From an optimization exercise on the open Yosys and OpenROAD flow, aimed at a short achievable clock period and few clock cycles; shortcuts taken in it are not production practice.
Function was checked by simulation only, so behaviour that the tests miss may differ from the original.
Power and IR drop assume default switching activity.

==> sierra: inputs <==
Design cpu_top, start of the top module:
module cpu_top #(
	parameter logic [31:0] RESET_PC = 32'h0000_0000
) (
	input logic clk,
	input logic rst_n,
	output logic halted,
	output logic psel,
	output logic penable,
	output logic pwrite,
	output logic [31:0] paddr,
	output logic [31:0] pwdata,
	input logic [31:0] prdata,
	input logic pready
);
Settings: LEC_CHECK=0, ABC_CLOCK_PERIOD_IN_PS=1500, CAP_MARGIN=20, CORE_MARGIN=2, CORE_UTILIZATION=40, SETUP_SLACK_MARGIN=4.6, SLEW_MARGIN=20; clock period 7.0 ns.
run.sh (not shown) runs the stock make flow with config.mk's settings and CLKGATE_MAP_FILE= SYNTH_SCRIPT=/design/flow/synth_recipe.tcl, a recipe that flattens the netlist after the stock synthesis.
==> inputs of willow, as changes to sierra <==
--- a/flow/design.v
+++ b/flow/design.v
@@ -1,17 +1,19 @@
 `timescale 1ns/1ps
 module fetch_decode #(
 	parameter logic [31:0] RESET_PC = '0,
 	parameter int DEPTH = 4,
 	parameter int PW = 2,
+	parameter int PREF = 3,
 	parameter bit BYPASS = 1'b1,
 	localparam int IW = 12 + 3 + 7 + 7 + 7 + 16
 ) (
 	input logic clk,
 	input logic rst_n,
 	output logic fetch_ok,
+	output logic fetch_pref,
 	output logic [31:0] fetch_addr,
 	input logic fetch_start,
 	input logic fw_valid,
 	input logic [31:0] fw_data,
 	output logic cand_valid,
 	output logic [IW-1:0] cand,
@@ -21,14 +23,14 @@
 );
 	localparam int CAP = DEPTH + 1;
 	logic [31:0] pc;
 	logic [CAP-1:0] cred;
 	logic stop;
 	logic [PW:0] cnt;
-	logic [PW-1:0] rp, wp;
 	logic [IW-1:0] bw [DEPTH];
+	logic shift;
 	logic [IW-1:0] fw_pd;
 	logic take;
 	logic from_buf;
 	function automatic logic [7:1] onehot(input logic [2:0] r);
 		for (int i = 1; i < 8; i++)
 			onehot[i] = (r == 3'(i));
@@ -62,49 +64,53 @@
 			rd, onehot(w[22:20]), onehot(w[18:16]),
 			writes ? onehot(rd) : 7'd0, w[15:0]};
 	endfunction
 	assign fw_pd = predecode(fw_data);
 	assign fetch_addr = pc;
 	assign fetch_ok = cred[0] && !stop;
+	assign fetch_pref = cred[PREF-1];
 	assign from_buf = (cnt != '0);
 	assign cand_valid = from_buf || (BYPASS && fw_valid);
-	assign cand = (!BYPASS || from_buf) ? bw[rp] : fw_pd;
+	assign cand = (!BYPASS || from_buf) ? bw[0] : fw_pd;
 	assign take = issue || !ir_valid;
 	always_ff @(posedge clk) begin
 		if (!rst_n) begin
 			pc <= RESET_PC;
 			cred <= '1;
 			stop <= 1'b0;
 			cnt <= '0;
-			rp <= '0;
-			wp <= '0;
 			ir_valid <= 1'b0;
 		end else begin
 			if (fetch_start)
 				pc <= pc + 32'd4;
 			if (fetch_start && !issue)
 				cred <= {1'b0, cred[CAP-1:1]};
 			else if (!fetch_start && issue)
 				cred <= {cred[CAP-2:0], 1'b1};
 			if (fw_valid && fw_data[31:28] == 4'hf)
 				stop <= 1'b1;
-			if (fw_valid)
-				wp <= (wp == PW'(DEPTH - 1)) ? '0 : wp + 1'b1;
-			if (take && cand_valid)
-				rp <= (rp == PW'(DEPTH - 1)) ? '0 : rp + 1'b1;
-			if (take && cand_valid && !fw_valid)
+			if (shift && !fw_valid)
 				cnt <= cnt - 1'b1;
-			else if (!(take && cand_valid) && fw_valid)
+			else if (fw_valid && !take)
 				cnt <= cnt + 1'b1;
 			if (take)
 				ir_valid <= cand_valid;
 		end
 	end
+	assign shift = take && from_buf;
 	always_ff @(posedge clk) begin
-		if (fw_valid)
-			bw[wp] <= fw_pd;
+		for (int i = 0; i < DEPTH; i++) begin
+			if (shift) begin
+				if (fw_valid && cnt == (PW+1)'(i + 1))
+					bw[i] <= fw_pd;
+				else if (i < DEPTH - 1)
+					bw[i] <= bw[(i < DEPTH - 1) ? i + 1 : i];
+			end else if (fw_valid && cnt == (PW+1)'(i)) begin
+				bw[i] <= fw_pd;
+			end
+		end
 		if (take)
 			ir <= cand;
 	end
 endmodule
 `timescale 1ns/1ps
 module execute_unit #(
@@ -129,25 +135,27 @@
 	output logic data_ok,
 	output logic data_write,
 	output logic [31:0] data_addr,
 	output logic [31:0] data_wdata,
 	output logic [2:0] data_rd,
 	input logic data_start,
+	output logic dq_empty,
+	output logic [7:1] kill,
 	output logic halt_done
 );
 	typedef struct packed {
 		logic mem, halt, st, ld, wr, urb, ura, breg, is_xor, is_or, is_and, sub;
 		logic [2:0] rd;
 		logic [7:1] ra_oh, rb_oh, rd_oh;
 		logic [15:0] imm;
 	} inst_t;
 	inst_t d, c;
 	logic hz;
 	logic halt_issued;
 	logic [7:1] pend, pend_n;
-	logic [7:1] bsy_n, bsyld_n;
+	logic [7:1] bsy_n;
 	logic room0, room1;
 	logic h_stay, h_new0, h_new1;
 	logic ex_valid;
 	logic [31:0] ex_g, ex_p, ex_wd;
 	logic ex_cin;
 	logic ex_sel_and, ex_sel_or, ex_sel_xor;
@@ -159,44 +167,50 @@
 	logic wb_valid;
 	logic [31:0] wb_g, wb_p, wb_c;
 	logic wb_sel_and, wb_sel_or, wb_sel_xor;
 	logic [31:0] wb_wd;
 	logic [7:1] wb_rd_oh;
 	logic wb_wr, wb_ld, wb_st, wb_halt;
+	logic wb_dead, wb_dead_now;
+	logic [7:0] kill8;
 	logic dq_occ1, dq_occ2;
 	logic dq_rp, dq_wp;
 	logic dq_w [2];
+	logic dq_dead [2];
+	logic skip;
 	logic [31:0] dq_a [2];
 	logic [31:0] dq_d [2];
 	logic [2:0] dq_r [2];
 	logic push;
 	logic wb_mem_n;
 	logic [31:0] op_b;
 	assign d = inst_t'(ir);
 	assign c = inst_t'(cand);
 	assign rd_a_oh = d.ra_oh;
 	assign rd_b_oh = d.rb_oh;
 	assign issue = ir_valid && !hz && !halt_issued;
+	assign kill = {7{issue && d.wr}} & d.rd_oh;
+	assign kill8 = {kill, 1'b0};
+	assign wb_dead_now = wb_dead || kill8[wb_rd];
 	always_comb begin
 		for (int i = 1; i < 8; i++)
 			pend_n[i] = (pend[i] || (wb_valid && wb_ld && wb_rd_oh[i])) &&
 				!(ld_valid && ld_rd == 3'(i));
 	end
 	assign bsy_n = ({7{ex_valid}} & ex_rd_oh) | pend_n;
-	assign bsyld_n = ({7{ex_valid && ex_ld}} & ex_rd_oh) | pend_n;
 	assign wb_mem_n = ex_valid && (ex_ld || ex_st);
 	assign room0 = (!dq_occ1 && !(push && wb_mem_n)) ||
 		(dq_occ1 && !dq_occ2 && !push && !wb_mem_n);
 	assign room1 = !dq_occ1 && !push && !wb_mem_n;
 	assign h_stay = (d.ura && |(d.ra_oh & bsy_n)) || (d.urb && |(d.rb_oh & bsy_n)) ||
-		|(d.rd_oh & bsyld_n) || (d.mem && !room0);
+		(d.mem && !room0);
 	assign h_new0 = (c.ura && |(c.ra_oh & bsy_n)) || (c.urb && |(c.rb_oh & bsy_n)) ||
-		|(c.rd_oh & bsyld_n) || (c.mem && !room0);
+		(c.mem && !room0);
 	assign h_new1 = h_new0 ||
 		(c.ura && |(c.ra_oh & d.rd_oh)) || (c.urb && |(c.rb_oh & d.rd_oh)) ||
-		(d.ld && |(c.rd_oh & d.rd_oh)) || (c.mem && d.mem && !room1);
+		(c.mem && d.mem && !room1);
 	always_ff @(posedge clk) begin
 		if (!rst_n) begin
 			ex_valid <= 1'b0;
 			wb_valid <= 1'b0;
 			halt_issued <= 1'b0;
 			halt_done <= 1'b0;
@@ -255,12 +269,13 @@
 		wb_rd <= ex_rd;
 		wb_rd_oh <= ex_rd_oh;
 		wb_wr <= ex_wr;
 		wb_ld <= ex_ld;
 		wb_st <= ex_st;
 		wb_halt <= ex_halt;
+		wb_dead <= kill8[ex_rd];
 	end
 	always_comb begin
 		if (wb_sel_and) res = wb_g;
 		else if (wb_sel_or) res = wb_g | wb_p;
 		else if (wb_sel_xor) res = wb_p;
 		else res = wb_p ^ wb_c;
@@ -268,41 +283,53 @@
 	assign wb_data = res;
 	assign wb_we = wb_valid && wb_wr && !wb_ld;
 	always_ff @(posedge clk) begin
 		if (!rst_n)
 			pend <= '0;
 		else
-			pend <= pend_n;
+			for (int i = 1; i < 8; i++)
+				pend[i] <= (pend[i] || (wb_valid && wb_ld && !wb_dead_now && wb_rd_oh[i])) &&
+					!(ld_valid && ld_rd == 3'(i)) && !kill[i];
 	end
 	assign push = wb_valid && (wb_ld || wb_st);
-	assign data_ok = dq_occ1;
+	assign data_ok = dq_occ1 && !dq_dead[dq_rp];
+	assign skip = dq_occ1 && dq_dead[dq_rp];
+	assign dq_empty = !dq_occ1;
 	assign data_write = dq_w[dq_rp];
 	assign data_addr = dq_a[dq_rp];
 	assign data_wdata = dq_d[dq_rp];
 	assign data_rd = dq_r[dq_rp];
 	always_ff @(posedge clk) begin
 		if (!rst_n) begin
 			dq_occ1 <= 1'b0;
 			dq_occ2 <= 1'b0;
 			dq_rp <= 1'b0;
 			dq_wp <= 1'b0;
 		end else begin
-			if (push && !data_start) begin
+			if (push && !(data_start || skip)) begin
 				dq_occ1 <= 1'b1;
 				dq_occ2 <= dq_occ1;
-			end else if (!push && data_start) begin
+			end else if (!push && (data_start || skip)) begin
 				dq_occ1 <= dq_occ2;
 				dq_occ2 <= 1'b0;
 			end
 			if (push)
 				dq_wp <= !dq_wp;
-			if (data_start)
+			if (data_start || skip)
 				dq_rp <= !dq_rp;
 		end
 	end
 	always_ff @(posedge clk) begin
+		for (int i = 0; i < 2; i++) begin
+			if (push && dq_wp == 1'(i))
+				dq_dead[i] <= wb_ld && wb_dead_now;
+			else if (!dq_w[i] && kill8[dq_r[i]])
+				dq_dead[i] <= 1'b1;
+		end
+	end
+	always_ff @(posedge clk) begin
 		if (push) begin
 			dq_w[dq_wp] <= wb_st;
 			dq_a[dq_wp] <= wb_data;
 			dq_d[dq_wp] <= wb_wd;
 			dq_r[dq_wp] <= wb_rd;
 		end
@@ -346,26 +373,31 @@
 			else if ((ld_we && ld_rd == 3'(i)) || (ex_we && ex_rd == 3'(i)))
 				rv[i] <= 1'b1;
 		end
 	end
 endmodule
 `timescale 1ns/1ps
-module mem_bus_guard (
+module mem_bus_guard #(
+	parameter bit FETCH_FIRST = 1'b1
+) (
 	input logic clk,
 	input logic rst_n,
 	input logic fetch_ok,
+	input logic fetch_pref,
 	input logic [31:0] fetch_addr,
 	output logic fetch_start,
 	input logic data_ok,
 	input logic data_write,
 	input logic [31:0] data_addr,
 	input logic [31:0] data_wdata,
 	input logic [2:0] data_rd,
 	output logic data_start,
+	input logic [7:1] kill,
 	output logic rq_valid,
 	output logic rq_fetch,
+	output logic rq_dead,
 	output logic [2:0] rq_rd,
 	output logic [31:0] rq_data,
 	output logic bus_free,
 	output logic psel,
 	output logic penable,
 	output logic pwrite,
@@ -374,19 +406,24 @@
 	input logic [31:0] prdata,
 	input logic pready
 );
 	logic done;
 	logic free;
 	logic start;
+	logic pick_data;
 	logic cur_fetch;
+	logic cur_dead;
 	logic [2:0] cur_rd;
+	logic [7:0] kill8;
+	assign kill8 = {kill, 1'b0};
 	assign done = penable && pready;
 	assign free = !psel || done;
+	assign pick_data = FETCH_FIRST ? (data_ok && !(fetch_ok && fetch_pref)) : data_ok;
 	assign start = free && (data_ok || fetch_ok);
-	assign data_start = free && data_ok;
-	assign fetch_start = free && !data_ok && fetch_ok;
+	assign data_start = free && pick_data;
+	assign fetch_start = free && !pick_data && fetch_ok;
 	assign bus_free = free;
 	always_ff @(posedge clk) begin
 		if (!rst_n) begin
 			psel <= 1'b0;
 			penable <= 1'b0;
 		end else if (start) begin
@@ -396,27 +433,48 @@
 			psel <= 1'b0;
 			penable <= 1'b0;
 		end else if (psel) begin
 			penable <= 1'b1;
 		end
 	end
+	logic hold_write;
+	logic [31:0] hold_addr;
+	logic [31:0] hold_wdata;
+	logic [31:0] next_addr;
+	logic next_write;
+	assign next_addr = pick_data ? data_addr : fetch_addr;
+	assign next_write = pick_data && data_write;
+	always_ff @(posedge clk) begin
+		if (start || !psel) begin
+			hold_write <= next_write;
+			hold_addr <= next_addr;
+			hold_wdata <= data_wdata;
+		end
+		pwrite <= start ? next_write : hold_write;
+		paddr <= start ? next_addr : hold_addr;
+		pwdata <= start ? data_wdata : hold_wdata;
+	end
 	always_ff @(posedge clk) begin
 		if (start) begin
-			pwrite <= data_ok && data_write;
-			paddr <= data_ok ? data_addr : fetch_addr;
-			pwdata <= data_wdata;
-			cur_fetch <= !data_ok;
+			cur_fetch <= !pick_data;
 			cur_rd <= data_rd;
 		end
 	end
 	always_ff @(posedge clk) begin
+		if (start)
+			cur_dead <= pick_data && kill8[data_rd];
+		else if (kill8[cur_rd])
+			cur_dead <= 1'b1;
+	end
+	always_ff @(posedge clk) begin
 		if (!rst_n)
 			rq_valid <= 1'b0;
 		else
 			rq_valid <= done && !pwrite;
 		rq_fetch <= cur_fetch;
+		rq_dead <= cur_dead || kill8[cur_rd];
 		rq_rd <= cur_rd;
 		rq_data <= prdata;
 	end
 endmodule
 `timescale 1ns/1ps
 module cpu_top #(
@@ -431,22 +489,26 @@
 	output logic [31:0] paddr,
 	output logic [31:0] pwdata,
 	input logic [31:0] prdata,
 	input logic pready
 );
 	logic fetch_ok;
+	logic fetch_pref;
 	logic [31:0] fetch_addr;
 	logic fetch_start;
 	logic data_ok;
 	logic data_write;
 	logic [31:0] data_addr;
 	logic [31:0] data_wdata;
 	logic [2:0] data_rd;
 	logic data_start;
 	logic rq_valid;
 	logic rq_fetch;
+	logic rq_dead;
+	logic dq_empty;
+	logic [7:1] kill;
 	logic [2:0] rq_rd;
 	logic [31:0] rq_data;
 	logic bus_free;
 	logic ir_valid;
 	localparam int IW = 12 + 3 + 7 + 7 + 7 + 16;
 	logic cand_valid;
@@ -462,12 +524,13 @@
 	fetch_decode #(
 		.RESET_PC(RESET_PC)
 	) i_fetch_decode (
 		.clk(clk),
 		.rst_n(rst_n),
 		.fetch_ok(fetch_ok),
+		.fetch_pref(fetch_pref),
 		.fetch_addr(fetch_addr),
 		.fetch_start(fetch_start),
 		.fw_valid(rq_valid && rq_fetch),
 		.fw_data(rq_data),
 		.cand_valid(cand_valid),
 		.cand(cand),
@@ -487,50 +550,55 @@
 		.rd_b_oh(rd_b_oh),
 		.rd_a_data(rd_a_data),
 		.rd_b_data(rd_b_data),
 		.wb_we(wb_we),
 		.wb_rd(wb_rd),
 		.wb_data(wb_data),
-		.ld_valid(rq_valid && !rq_fetch),
+		.ld_valid(rq_valid && !rq_fetch && !rq_dead),
 		.ld_rd(rq_rd),
 		.data_ok(data_ok),
 		.data_write(data_write),
 		.data_addr(data_addr),
 		.data_wdata(data_wdata),
 		.data_rd(data_rd),
 		.data_start(data_start),
+		.dq_empty(dq_empty),
+		.kill(kill),
 		.halt_done(halt_done)
 	);
 	reg_result i_reg_result (
 		.clk(clk),
 		.rst_n(rst_n),
 		.rd_a_oh(rd_a_oh),
 		.rd_b_oh(rd_b_oh),
 		.rd_a_data(rd_a_data),
 		.rd_b_data(rd_b_data),
 		.ex_we(wb_we),
 		.ex_rd(wb_rd),
 		.ex_data(wb_data),
-		.ld_we(rq_valid && !rq_fetch),
+		.ld_we(rq_valid && !rq_fetch && !rq_dead),
 		.ld_rd(rq_rd),
 		.ld_data(rq_data)
 	);
 	mem_bus_guard i_mem_bus_guard (
 		.clk(clk),
 		.rst_n(rst_n),
 		.fetch_ok(fetch_ok),
+		.fetch_pref(fetch_pref),
 		.fetch_addr(fetch_addr),
 		.fetch_start(fetch_start),
 		.data_ok(data_ok),
 		.data_write(data_write),
 		.data_addr(data_addr),
 		.data_wdata(data_wdata),
 		.data_rd(data_rd),
 		.data_start(data_start),
+		.kill(kill),
 		.rq_valid(rq_valid),
 		.rq_fetch(rq_fetch),
+		.rq_dead(rq_dead),
 		.rq_rd(rq_rd),
 		.rq_data(rq_data),
 		.bus_free(bus_free),
 		.psel(psel),
 		.penable(penable),
 		.pwrite(pwrite),
@@ -539,10 +607,10 @@
 		.prdata(prdata),
 		.pready(pready)
 	);
 	always_ff @(posedge clk) begin
 		if (!rst_n)
 			halted <= 1'b0;
-		else if (halt_done && !data_ok && bus_free)
+		else if (halt_done && dq_empty && bus_free)
 			halted <= 1'b1;
 	end
 endmodule
==> comparison table <==
item                                                                                        sierra                            willow
Status                                                                              finished clean                    finished clean
Number of sequential cells                                                                    1058                              1122
Number of DRC markers after the initial detailed-route iteration                              2603                              2698
Tap cells                                                                                     1368                              1488
WL/cell                                                                                    25.2 um                           23.2 um
Final standard cell utilization of the core                                                  47.4%                             47.1%
Final clock period utilization by the worst path                                             38.4%                             36.5%
Area of combinational cells with multiple inputs                                        0.0127 mm2                        0.0152 mm2
Met3 wire len                                                                              9150 um                           9260 um
Core area                                                                                0.102 mm2                         0.110 mm2
Worst Hold End                                                    i_execute_unit.wb_wd[23]$_DFF_P_  i_execute_unit.wb_wd[15]$_DFF_P_
Post-synthesis compound-gate area fraction                                                   7.66%                             11.3%
Worst Path Arrival                                                                         1.28 ns                           1.16 ns
Total Wirelength                                                                         113000 um                         121000 um
Fraction of area in registers                                                                58.2%                             54.8%
Cell area power density                                                                 384 mW/mm2                        426 mW/mm2
Total CTS buffers                                                                              109                               118
Met2 usage in global routing                                                                 34.9%                             34.6%
Clock latency on the worst-skew pair                                                       0.70 ns                           0.72 ns
Xor and xnor fraction of the mapped netlist area                                             2.00%                             1.82%
Hold path start                                                   i_execute_unit.ex_wd[23]$_DFF_P_  i_execute_unit.ex_wd[15]$_DFF_P_
Initial Utilization                                                                          40.4%                             40.1%
Fraction of final layout cells sized beyond drive strength 1                                 26.2%                             23.9%
Testbench counts of sierra, summed over its fixed seeds: cycles 131,729.
Testbench counts of willow, summed over its fixed seeds: cycles 129,700.

-- static timing again, ports no longer ideal --
No port has a modelled driver above. Below, the same layouts with a new extraction and two added sets of constraints.
Step 1 assumes that a clkbuf_16 drives the clock port and a buf_2 every other input.
Step 2, shift: input delay + t, output delay - t, t = (earliest + latest rising clock arrival at the registers) / 2. This alone moves slack from input paths to output paths.
a / b / c = ideal / step 1 / step 2; a / b = the first two.
| run | t (ns) | setup slack, ns | slew at the worst register clock pin (ns) | worst data-port slew with drivers (ns) |
|---|---|---|---|---|
| sierra | 0.750 | 4.315 / 4.246 / 3.850 | 0.07 / 0.07 | 0.05 |
| willow | 0.776 | 4.442 / 4.369 / 3.999 | 0.06 / 0.06 | 0.07 |
After both steps setup and hold are still met in every run listed. The setup slack of sierra, which loses most, moves by -0.069 ns with the drivers and by -0.465 ns with both steps.
